Background: an optimization exercise with open tools, aiming at small area, a short achievable clock period and few clock cycles per item. Do not read the settings as production practice. The RTL was checked by simulation tests, not by an equivalence proof against the original design.

build 92:
==> flow/design.v (excerpt) <==
module gregorian_date_difference_days (
  input  logic        clk_i,
  input  logic        rst_ni,
  input  logic        s_axis_tvalid_i,
  output logic        s_axis_tready_o,
  input  logic [71:0] s_axis_tdata_i,
  output logic        m_axis_tvalid_o,
  input  logic        m_axis_tready_i,
  output logic [31:0] m_axis_tdata_o,
  output logic [0:0]  m_axis_tuser_o
);
Size: about 1400 cells after synthesis.
export LEC_CHECK = 0
export CAP_MARGIN = 20
export CORE_MARGIN = 2
export CORE_UTILIZATION = 50
export CTS_BUF_LIST = sky130_fd_sc_hd__clkbuf_4 sky130_fd_sc_hd__clkbuf_8
export SLEW_MARGIN = 20
export SYNTH_HIERARCHICAL = 1
export SYNTH_MINIMUM_KEEP_SIZE = 0
create_clock -name core_clock -period 8.5 [get_ports {clk_i}]
standard.sh (not shown) runs the stock make flow with config.mk's settings and CLKGATE_MAP_FILE= SYNTH_SCRIPT=/design/flow/synth_recipe.tcl, a recipe that flattens the netlist after the stock synthesis.
==> flow/flow/run.sh <==
#!/bin/bash
# The standard layout, with the port buffers made from the platform's
# smallest plain buffer instead of the delay buffer the flow picks, and
# without half-adder cells (their logic is left to the gate mapper); the
# platform's own don't-use cells stay excluded.
set -euo pipefail
export BUFFER_PORTS_ARGS="-buffer_cell sky130_fd_sc_hd__buf_1"
DU=" sky130_fd_sc_hd__probe_p_8 sky130_fd_sc_hd__probec_p_8 sky130_fd_sc_hd__lpflow_bleeder_1 sky130_fd_sc_hd__lpflow_clkbufkapwr_1 sky130_fd_sc_hd__lpflow_clkbufkapwr_16 sky130_fd_sc_hd__lpflow_clkbufkapwr_2 sky130_fd_sc_hd__lpflow_clkbufkapwr_4 sky130_fd_sc_hd__lpflow_clkbufkapwr_8 sky130_fd_sc_hd__lpflow_clkinvkapwr_1 sky130_fd_sc_hd__lpflow_clkinvkapwr_16 sky130_fd_sc_hd__lpflow_clkinvkapwr_2 sky130_fd_sc_hd__lpflow_clkinvkapwr_4 sky130_fd_sc_hd__lpflow_clkinvkapwr_8 sky130_fd_sc_hd__lpflow_decapkapwr_12 sky130_fd_sc_hd__lpflow_decapkapwr_3 sky130_fd_sc_hd__lpflow_decapkapwr_4 sky130_fd_sc_hd__lpflow_decapkapwr_6 sky130_fd_sc_hd__lpflow_decapkapwr_8 sky130_fd_sc_hd__lpflow_inputiso0n_1 sky130_fd_sc_hd__lpflow_inputiso0p_1 sky130_fd_sc_hd__lpflow_inputiso1n_1 sky130_fd_sc_hd__lpflow_inputiso1p_1 sky130_fd_sc_hd__lpflow_inputisolatch_1 sky130_fd_sc_hd__lpflow_isobufsrc_1 sky130_fd_sc_hd__lpflow_isobufsrc_16 sky130_fd_sc_hd__lpflow_isobufsrc_2 sky130_fd_sc_hd__lpflow_isobufsrc_4 sky130_fd_sc_hd__lpflow_isobufsrc_8 sky130_fd_sc_hd__lpflow_isobufsrckapwr_16 sky130_fd_sc_hd__lpflow_lsbuf_lh_hl_isowell_tap_1 sky130_fd_sc_hd__lpflow_lsbuf_lh_hl_isowell_tap_2 sky130_fd_sc_hd__lpflow_lsbuf_lh_hl_isowell_tap_4 sky130_fd_sc_hd__lpflow_lsbuf_lh_isowell_4 sky130_fd_sc_hd__lpflow_lsbuf_lh_isowell_tap_1 sky130_fd_sc_hd__lpflow_lsbuf_lh_isowell_tap_2 sky130_fd_sc_hd__lpflow_lsbuf_lh_isowell_tap_4 # # Define fill cells  sky130_fd_sc_hd__ha_1 sky130_fd_sc_hd__ha_2 sky130_fd_sc_hd__ha_4"
bash standard.sh "DONT_USE_CELLS=$DU" finish > standard.log 2>&1
No stage failed in build 92, and the final checks on the layout all came back clean.
Testbench counts of build 92, summed over its fixed seeds: cycles 12,024, items 12,000.
> inputs changed (build 92 -> build 44)
-- flow/config.mk --
<<< build 92, line 11
export CTS_BUF_LIST = sky130_fd_sc_hd__clkbuf_4 sky130_fd_sc_hd__clkbuf_8
export SLEW_MARGIN = 20
>>> build 44, line 11
export CTS_BUF_LIST = sky130_fd_sc_hd__clkbuf_4 sky130_fd_sc_hd__clkbuf_8
export SETUP_SLACK_MARGIN = 4.0
export SLEW_MARGIN = 20
==> comparison <==
Looking at signed area change from the synthesized netlist to the final layout, build 44 sits 0.16 points higher than build 92 does.
Looking at critical path launch point, the ey1[10] result is from build 92; the dy2[3] one comes from build 44.
Build 44 vs build 92 — critical path's largest stage delay rose 50 ps.
For build 18, these inputs were changed with respect to build 44:
-- flow/config.mk --
<<< build 44, line 11
export CTS_BUF_LIST = sky130_fd_sc_hd__clkbuf_4 sky130_fd_sc_hd__clkbuf_8
export SETUP_SLACK_MARGIN = 4.0
export SLEW_MARGIN = 20
>>> build 18, line 11
export CTS_BUF_LIST = sky130_fd_sc_hd__clkbuf_4 sky130_fd_sc_hd__clkbuf_8
export SETUP_SLACK_MARGIN = 4.35
export SLEW_MARGIN = 20
--- outcome ---
Critical path depth: build 18 vs build 44 identical. For non-clock buffer count, dividing the value from build 18 by the value from build 44 gives 1.3. The global-route wire length before repair of build 18 exceeds that of build 44 by 1.1%. Summary of build 18 over build 44: global routing usage on met1 increased by 0.19 points relative to the old numbers; buffers inserted during post-CTS setup optimization increased by 17 relative to the old numbers. | worst-case setup margin in the final layout | higher: build 18 |. Re global-route usage: build 44 and build 18 aren't equal, and the lower value belongs to build 44. Run comparison: build 44 origin of the worst setup path dy2[3]; build 18 origin of the worst setup path dy2[7].
[inputs] build 14 vs build 18
-- flow/config.mk --
<<< build 18, line 11
export CTS_BUF_LIST = sky130_fd_sc_hd__clkbuf_4 sky130_fd_sc_hd__clkbuf_8
export SETUP_SLACK_MARGIN = 4.35
export SLEW_MARGIN = 20
>>> build 14, line 11
export CTS_BUF_LIST = sky130_fd_sc_hd__clkbuf_4 sky130_fd_sc_hd__clkbuf_8
export SETUP_SLACK_MARGIN = 4.2
export SLEW_MARGIN = 20
--- outcome ---
As far as sequential cell count of the final layout goes, build 14 and build 18 are indistinguishable; the numbers are identical. Compared with build 18, build 14 shows a higher portion of the clock cycle consumed by the worst path in the final layout. Looking at capture point of the critical path, the days3[17] result is from build 18; the nqz2[7] one comes from build 14.

[port drivers added, routing unchanged]
In the flow no input, the clock included, has a driving cell. The finished layouts below were timed again as built, in two steps.
Step 1: set_driving_cell puts a clkbuf_16 on clk_i and a buf_2 on each other input, an assumption about the parent block.
Step 2 moves the port delays by t, midway between the first and last clock arrival at a register: inputs arrive t later, outputs are due t later. That takes back most of the time a late clock gives input paths.
Three values: ideal ports, drivers, drivers and shift; two values: the first two.
run | shift t [ns] | slack for setup (ns) | hold slack, ns | worst setup path after step 2 | pins driven straight from the clock port
build 92 | 0.494 | 4.231 / 4.231 / 4.147 | 0.510 / 0.510 / 0.510 | input to register | 1
build 44 | 0.493 | 4.209 / 4.209 / 4.169 | 0.516 / 0.516 / 0.516 | input to register | 1
build 18 | 0.492 | 4.431 / 4.431 / 4.145 | 0.515 / 0.515 / 0.515 | input to register | 1
build 14 | 0.491 | 4.347 / 4.347 / 4.164 | 0.515 / 0.515 / 0.515 | input to register | 1
After both steps setup and hold are still met in every run listed. The setup slack of build 18, which loses most, moves by 0.000 ns with the drivers and by -0.286 ns with both steps.
